This design comes from an exercise in tuning for small area on the open sky130 flow, not from production work.
For this run, only the layout was checked, not whether the RTL still works.
Power and IR drop assume default switching activity.

<file path="design/flow/run.sh">
#!/bin/bash
# synth_recipe.tcl (not shown) runs the flow's synth.tcl, then flattens the netlist and writes it again
# the make line also repeats each setting of config.mk as NAME=value (left out here)
make -C /OpenROAD-flow-scripts/flow DESIGN_CONFIG=/design/flow/config.mk WORK_HOME=/design/flow/orfs CLKGATE_MAP_FILE= SYNTH_SCRIPT=/design/flow/synth_recipe.tcl finish
</file>
<file path="design/flow/config.mk">
export PLATFORM = sky130hd
export DESIGN_NAME = apb_accum_array
export DESIGN_NICKNAME = apb_accum_array
export VERILOG_FILES = /design/flow/design.v
export SDC_FILE = /design/flow/constraint.sdc
export NUM_CORES = 4
export LEC_CHECK = 0
export CAP_MARGIN = 20
export CORE_MARGIN = 2
export CORE_UTILIZATION = 30
export PLACE_DENSITY = 0.45
export SLEW_MARGIN = 20
</file>
<file path="design/flow/constraint.sdc">
create_clock -name core_clock -period 10.0 [get_ports {PCLK}]
set_input_delay 2.0000 -clock core_clock [delete_from_list [all_inputs] [get_ports {PCLK}]]
set_output_delay 2.0000 -clock core_clock [all_outputs]
set_load 0.01 [all_outputs]
</file>
<file path="design/flow/design.v">
package apb_accum_pkg;
  typedef enum logic [1:0] {
    OP_OR  = 2'b00,
    OP_AND = 2'b01,
    OP_XOR = 2'b10,
    OP_ADD = 2'b11
  } op_e;
  typedef enum logic {
    IDLE = 1'b0,
    ACK  = 1'b1
  } bus_state_e;
  localparam logic [3:0] OFS_DATA   = 4'h0;
  localparam logic [3:0] OFS_CTRL   = 4'h4;
  localparam logic [3:0] OFS_RESULT = 4'h8;
  localparam logic [3:0] OFS_STATUS = 4'hC;
  localparam int CTRL_START  = 0;
  localparam int CTRL_CLR    = 1;
  localparam int CTRL_OP_LSB = 2;
  localparam int CTRL_SAT    = 4;
  localparam int CTRL_IE     = 5;
  localparam int ST_BUSY = 0;
  localparam int ST_DONE = 1;
  localparam int ST_OVF  = 2;
endpackage
module apb_accum_channel
#(
  parameter int DATA_W = 32
) (
  input  logic              clk,
  input  logic              rst,
  input  logic              data_en,     
  input  logic [DATA_W-1:0] data_d,      
  input  logic              ctrl_en,     
  input  logic [3:0]        ctrl_d,      
  input  logic              res_lo_en,   
  input  logic              res_hi_en,   
  input  logic [DATA_W-1:0] res_d,       
  input  logic              ovf_set,
  input  logic              done_set,
  input  logic              wr_status,
  input  logic [2:1]        st_w1c,
  output logic [DATA_W-1:0] data,
  output logic [DATA_W-1:0] result,
  output logic [3:0]        ctrl,        
  output logic              done,
  output logic              ovf,
  output logic              irq_req
);
  localparam int LO_W = DATA_W / 2;
  always_ff @(posedge clk) begin
    if (data_en)   data                   <= data_d;
    if (ctrl_en)   ctrl                   <= ctrl_d;
    if (res_lo_en) result[LO_W-1:0]       <= res_d[LO_W-1:0];
    if (res_hi_en) result[DATA_W-1:LO_W]  <= res_d[DATA_W-1:LO_W];
  end
  always_ff @(posedge clk) begin
    if (rst) begin
      done <= 1'b0;
      ovf  <= 1'b0;
    end else begin
      if (done_set)                    done <= 1'b1;
      else if (wr_status && st_w1c[1]) done <= 1'b0;
      if (ovf_set)                     ovf  <= 1'b1;
      else if (wr_status && st_w1c[2]) ovf  <= 1'b0;
    end
  end
  assign irq_req = done & ctrl[3];
endmodule
module apb_accum_array
#(
  parameter int DATA_W = 32,
  parameter int NUM_CH = 8,
  parameter int ADDR_W = 8,
  parameter int OP_LAT = 2
) (
  input  logic              PCLK,
  input  logic              PRESET,
  input  logic              PSEL,
  input  logic              PENABLE,
  input  logic              PWRITE,
  input  logic [ADDR_W-1:0] PADDR,
  input  logic [DATA_W-1:0] PWDATA,
  output logic [DATA_W-1:0] PRDATA,
  output logic              PREADY,
  output logic              PSLVERR,
  output logic              irq
);
  localparam int LO_W = DATA_W / 2;
  logic [2:0]        ch_idx, chan_q;
  logic [1:0]        ofs;
  logic              bad_addr, err, commit, wr_data, wr_ctrl, wr_status, ctrl_wr;
  logic              start, clr, sat, is_add, hi_phase, done_q, fix_q, c_lo_q;
  logic [DATA_W-1:0] ch_data [NUM_CH];
  logic [DATA_W-1:0] ch_res  [NUM_CH];
  logic [3:0]        ch_ctrl [NUM_CH];
  logic [NUM_CH-1:0] ch_done, ch_ovf, ch_irq, ch_sel, ch_fin;
  logic [DATA_W-1:0] dmux, rmux, base, p, g, bitop, sum, res_d, data_d, rd;
  logic [DATA_W:0]   c;
  logic [3:0]        cmux;
  logic              smux_done, smux_ovf, c_out;
  assign ch_idx   = PADDR[6:4];
  assign ofs      = PADDR[3:2];
  assign bad_addr = PADDR[7] | PADDR[1] | PADDR[0];
  assign err      = bad_addr | (PWRITE && ofs == 2'd2);
  assign commit   = PSEL & PENABLE & ~PREADY & PWRITE & ~err;
  assign wr_data   = commit && ofs == 2'd0;
  assign wr_ctrl   = commit && ofs == 2'd1;
  assign wr_status = commit && ofs == 2'd3;
  assign start     = PWDATA[apb_accum_pkg::CTRL_START];
  assign clr       = PWDATA[apb_accum_pkg::CTRL_CLR];
  assign sat       = PWDATA[apb_accum_pkg::CTRL_SAT];
  assign is_add    = PWDATA[apb_accum_pkg::CTRL_OP_LSB +: 2] == 2'd3;
  assign hi_phase  = PREADY & PWRITE & ~err & (ofs == 2'd1) & start;
  always_comb begin
    dmux      = '0;
    rmux      = '0;
    cmux      = '0;
    smux_done = 1'b0;
    smux_ovf  = 1'b0;
    for (int i = 0; i < NUM_CH; i++) begin
      dmux      = dmux | (ch_data[i] & {DATA_W{ch_sel[i]}});
      rmux      = rmux | (ch_res[i]  & {DATA_W{ch_sel[i]}});
      cmux      = cmux | (ch_ctrl[i] & {4{ch_sel[i]}});
      smux_done = smux_done | (ch_done[i] & ch_sel[i]);
      smux_ovf  = smux_ovf  | (ch_ovf[i]  & ch_sel[i]);
    end
  end
  assign base = clr ? '0 : rmux;
  assign p    = base ^ dmux;
  assign g    = base & dmux;
  always_comb begin
    c[0] = 1'b0;
    for (int i = 0; i < DATA_W; i++) begin
      c[i+1] = g[i] | (p[i] & ((i == LO_W) ? c_lo_q : c[i]));
    end
  end
  assign sum   = p ^ {c[DATA_W-1:LO_W+1], c_lo_q, c[LO_W-1:0]};
  assign c_out = c[DATA_W];
  always_comb begin
    case (PWDATA[apb_accum_pkg::CTRL_OP_LSB +: 2])
      2'd0:    bitop = p | g;
      2'd1:    bitop = g;
      2'd2:    bitop = p;
      default: bitop = sum;
    endcase
  end
  assign res_d[LO_W-1:0] = PRESET ? '0 : fix_q ? '1 : start ? bitop[LO_W-1:0] : '0;
  assign res_d[DATA_W-1:LO_W] = (PRESET || !hi_phase) ? '0
                              : (is_add && sat && c_out) ? '1 : bitop[DATA_W-1:LO_W];
  assign data_d  = PRESET ? '0 : PWDATA;
  assign ctrl_wr = wr_ctrl & (start | clr);
  for (genvar g = 0; g < NUM_CH; g++) begin : g_ch
    assign ch_sel[g] = ch_idx == 3'(g);
    assign ch_fin[g] = chan_q == 3'(g);
    apb_accum_channel #(.DATA_W(DATA_W)) u_ch (
      .clk      (PCLK),
      .rst      (PRESET),
      .data_en  (PRESET | (ch_sel[g] & wr_data)),
      .data_d   (data_d),
      .ctrl_en  (PRESET | (ch_sel[g] & wr_ctrl)),
      .ctrl_d   (PRESET ? 4'd0 : PWDATA[5:2]),
      .res_lo_en(PRESET | (ch_sel[g] & ctrl_wr) | (fix_q & ch_fin[g])),
      .res_hi_en(PRESET | (ch_sel[g] & ((wr_ctrl & clr) | hi_phase))),
      .res_d    (res_d),
      .ovf_set  (ch_sel[g] & hi_phase & is_add & c_out),
      .done_set (done_q & ch_fin[g]),
      .wr_status(ch_sel[g] & wr_status),
      .st_w1c   (PWDATA[2:1]),
      .data     (ch_data[g]),
      .result   (ch_res[g]),
      .ctrl     (ch_ctrl[g]),
      .done     (ch_done[g]),
      .ovf      (ch_ovf[g]),
      .irq_req  (ch_irq[g])
    );
  end
  always_ff @(posedge PCLK) begin
    if (PRESET) begin
      PREADY <= 1'b0;
      done_q <= 1'b0;
      fix_q  <= 1'b0;
    end else begin
      PREADY <= PSEL & PENABLE & ~PREADY;
      done_q <= hi_phase;
      fix_q  <= hi_phase & is_add & sat & c_out;
    end
  end
  always_ff @(posedge PCLK) begin
    chan_q <= ch_idx;
    c_lo_q <= c[LO_W];
  end
  always_comb begin
    case (ofs)
      2'd0:    rd = dmux;
      2'd1:    rd = DATA_W'({cmux, 2'b00});
      2'd2:    rd = rmux;
      default: rd = DATA_W'({smux_ovf, smux_done, 1'b0});
    endcase
  end
  assign PRDATA  = bad_addr ? '0 : rd;
  assign PSLVERR = err;
  assign irq     = |ch_irq;
endmodule
</file>
==> run notes <==
worst paths after layout:
path	endpoint	slack [ns]	cells after the start
worst max register to register	g_ch[4].u_ch.result[15]	1.48	23
worst max-delay path	g_ch[6].u_ch.result[31]	0.36	25
worst min register to register	g_ch[1].u_ch.done	0.50	2
worst min-delay path	g_ch[1].u_ch.done	0.50	2
per-layer routing:
| metal | share of wire, % | wire length, um |
|---|---|---|
| met5 | 0 | 0 |
| met4 | 3.0 | 2510 |
| met3 | 6.1 | 5140 |
| met2 | 46 | 39000 |
| met1 | 44 | 37400 |
cell type report:
| type | count | area [um2] | area share (%) |
|---|---|---|---|
| timing repair buffer | 215 | 1890 | 6.12 |
| sequential | 567 | 16800 | 54.4 |
| tap | 1144 | 1430 | 4.64 |
| inverter | 98 | 368 | 1.19 |
| multi-input combinational | 899 | 8390 | 27.2 |
| clock inverter | 48 | 460 | 1.49 |
| clock buffer | 65 | 1520 | 4.93 |
logic make-up (layout without fill, tap and decap cells):
group	after synthesis	count (layout)
fa+ha+maj	95	95
compound gates	337	337
simple gates	294	294
buf+inv	202	426
mux	173	173
flops	567	567
synthesized netlist by cell type (18+ instances only):
master	n	area (um2)
a21oi_1	55	275
a221oi_1	56	490
a22oi_1	42	315
buf_2	24	120
buf_4	18	135
clkbuf_1	40	150
dfxtp_1	23	460
edfxtp_1	544	16300
fa_1	31	621
ha_1	64	801
inv_1	95	357
mux2_2	44	495
mux2i_1	51	510
mux4_2	75	1690
nand2_1	106	398
nor2_1	58	218
nor2b_1	53	332
o21ai_0	65	325
o22ai_1	18	113
worst max-delay path: stages:
cell	delay [ns]
buf_6	0.12
buf_12	0.15
buf_4	0.16
mux4_2	0.21
a221oi_1	0.09
nor2_1	0.24
fa_2	0.24
inv_1	0.06
fa_2	0.42
fa_2	0.44
fa_2	0.41
fa_2	0.41
fa_2	0.41
fa_2	0.41
fa_2	0.41
fa_2	0.40
fa_2	0.39
fa_2	0.40
fa_2	0.35
fa_2	0.39
fa_2	0.36
fa_2	0.41
fa_1	0.47
mux4_2	0.50
a21oi_4	0.23
state kept, by name, indices dropped and copies added (netlist names):
register and cells:
g_ch.u_ch.data 256, fix_q 1, chan_q 3, g_ch.u_ch.done 8, g_ch.u_ch.result 256, g_ch.u_ch.ctrl 32
g_ch.u_ch.ovf 8, c_lo_q 1, PREADY 1, done_q 1
power by group through the flow:
stage / Combinational [mW] / Sequential [mW] / Clock [mW]
floorplan: 0.428 / 2.85 / 0
global placement: 0.725 / 2.86 / 0
detailed placement: 0.733 / 2.87 / 0
CTS: 0.736 / 2.82 / 2.29
global route: 0.790 / 2.83 / 2.37
finish: 0.729 / 2.82 / 2.24
stage by stage:
| stage | utilization (%) | instance area [um2] |
|---|---|---|
| 2_1_floorplan | - | 26000 |
| 3_3_place_gp | 33.9 | 28900 |
| 3_5_place_dp | 33.9 | 28900 |
| 4_1_cts | 36.2 | 30800 |
| 5_1_grt | 36.2 | 30900 |
| 6_report | 36.2 | 30900 |
cell usage in the layout (no fill, tap or decap), types with 58 or more instances in the layout:
master / instances
edfxtp_1: 544
buf_4: 130
clkbuf_16: 60
nor2_1: 58
nand2_1: 105
mux4_2: 75
ha_1: 63
inv_1: 95
clkdlybuf4s50_1: 71
==> results.sh <==
export IMPL_use_met3_pct=3.24
export IMPL_hold_buffers=0
export IMPL_ys_ff_latch=567
export IMPL_p_leak_nw=11.1
export IMPL_async_reset_ff_share_pct=0
export IMPL_grt_max_degree=57
export IMPL_antenna_cells=0
export IMPL_min_from="g_ch[1].u_ch.done"
export IMPL_ys_flop_type="edfxtp_1"
export IMPL_synth_simple_gate_area_share_pct=5.61
export IMPL_grt_busiest_layer="met2"
export IMPL_reg2reg_from="g_ch[6].u_ch.data[0]"
export IMPL_cts_max_level=2
export IMPL_firstDrtPassIters=7
export IMPL_clkTransAtPathRegs_ns=0.06
export IMPL_ir_drop_mv=0.146
export IMPL_syn_area_um2=25800
export IMPL_path_max_fanout=16
export IMPL_synth_distinct_cells=65
export IMPL_cts_sinks=567
export IMPL_num_io_pins=80
export IMPL_drc_errors=0
export IMPL_cap_violations=0
export IMPL_finalSetupViolations=0
export IMPL_die_w_um=297
export IMPL_initial_core_util_pct=30.3
export IMPL_place_ws_ns=-0.285
export IMPL_syn_avg_cell_area_um2=15.5
export IMPL_synthCells=1668
export IMPL_tightestPinTransition_ns=1.12
export IMPL_crit_type="input pin to register"
export IMPL_switchingPower_mw=1.46
export IMPL_postCtsSetupRepairBufs=0
export IMPL_vias=15724
export IMPL_grt_overflow_total=0
export IMPL_arrival_ns=10.10
export IMPL_synth_top_family_by_area="multiplexers"
export IMPL_cts_resized=0
export IMPL_die_y_um=297
export IMPL_hold_ws_ns=0.502
export IMPL_design_core_area_um2=85100
export IMPL_drive_gt1_share_pct=24.4
export IMPL_power_frac_clock_pct=38.7
export IMPL_slew_headroom_pct=25.3
export IMPL_viasPerCell=5.18
export IMPL_synth_seq_area_share_pct=65.2
export IMPL_wl_per_cell_um=27.7
export IMPL_clockRootBuffer="clkbuf_16"
export IMPL_slew_violations=0
export IMPL_synth_mux_area_share_pct=10.6
export IMPL_max_freq_ghz=0.104
export IMPL_syn2layout_area_growth_pct=19.7
export IMPL_fp_row_count=107
export IMPL_io_buffers=79
export IMPL_grt_antenna_before_repair=1
export IMPL_hold_violations=0
export IMPL_final_cells=3036
export IMPL_ys_warn_count=5
export IMPL_track_usage_pct=18.8
export IMPL_p_seq_share_pct=48.7
export IMPL_wl_um=84100
export IMPL_cts_tree="done"
export IMPL_clock_latency_ns=0.67
export IMPL_setup_ws_ns=0.361
export IMPL_synth_edf_count=544
export IMPL_power_total_mw=5.78
export IMPL_startpoint="PADDR[6]"
export IMPL_use_met2_pct=29.9
export IMPL_finalCritPeriodShare_pct=96.4
export IMPL_comb_power_share_pct=12.6
export IMPL_power_density_nw_per_um2=187
export IMPL_worstPathRequired_ns=10.46
export IMPL_hp_class="register to register"
export IMPL_outcome="timing/DRC/antenna clean"
export IMPL_p_sw_share_pct=25.3
export IMPL_start_kind="input pin"
export IMPL_cts_buffers=60
export IMPL_gp_congestion=0.845
export IMPL_synth_nets=1808
export IMPL_detail_route_antenna_nets=0
export IMPL_grt_setup_unrepaired="no"
export IMPL_dieArea_um2=88300
export IMPL_fin_crit_ns=9.64
export IMPL_dp_cells=2923
export IMPL_first_global_vias=15695
export IMPL_worst_clock_skew_ns=0.0622
export IMPL_synthXorXnorAreaFrac_pct=0
export IMPL_synthAdderAreaFrac_pct=5.51
export IMPL_internal_power_mw=4.32
export IMPL_cts_max_path_buffers=3
export IMPL_setup_tns_ns=0
export IMPL_synth_compound_area_share_pct=9.28
export IMPL_drt_iter0_markers=1475
export IMPL_fillers=8171
export IMPL_crit_path_end_kind="register"
export IMPL_dpl_hpwl_um=55300
export IMPL_grt_pass1_wl_um=119000
export IMPL_layout_nets=1981
export IMPL_grt_use_met1_pct=26.3

[re-timing with driven ports]
No port has a modelled driver above. Below, the same layout with a new extraction and two added sets of constraints. Step 1: set_driving_cell puts a clkbuf_16 on PCLK and a buf_2 on each other input, an assumption about the parent block. Step 2, shift: input delay + t, output delay - t, t = (earliest + latest rising clock arrival at the registers) / 2. This alone moves slack from input paths to output paths. Three values: ideal ports, drivers, drivers and shift; two values: the first two.
t (ns): 0.701
slack for setup (ns): 0.361 / 0.350 / -0.350
latest minus earliest clock arrival (ns): 0.062 / 0.063
slew at the worst register clock pin (ns): 0.07 / 0.07
With both steps, setup timing fails in this run, where it was met with ideal ports. The setup slack of this run moves by -0.011 ns with the drivers and by -0.711 ns with both steps.
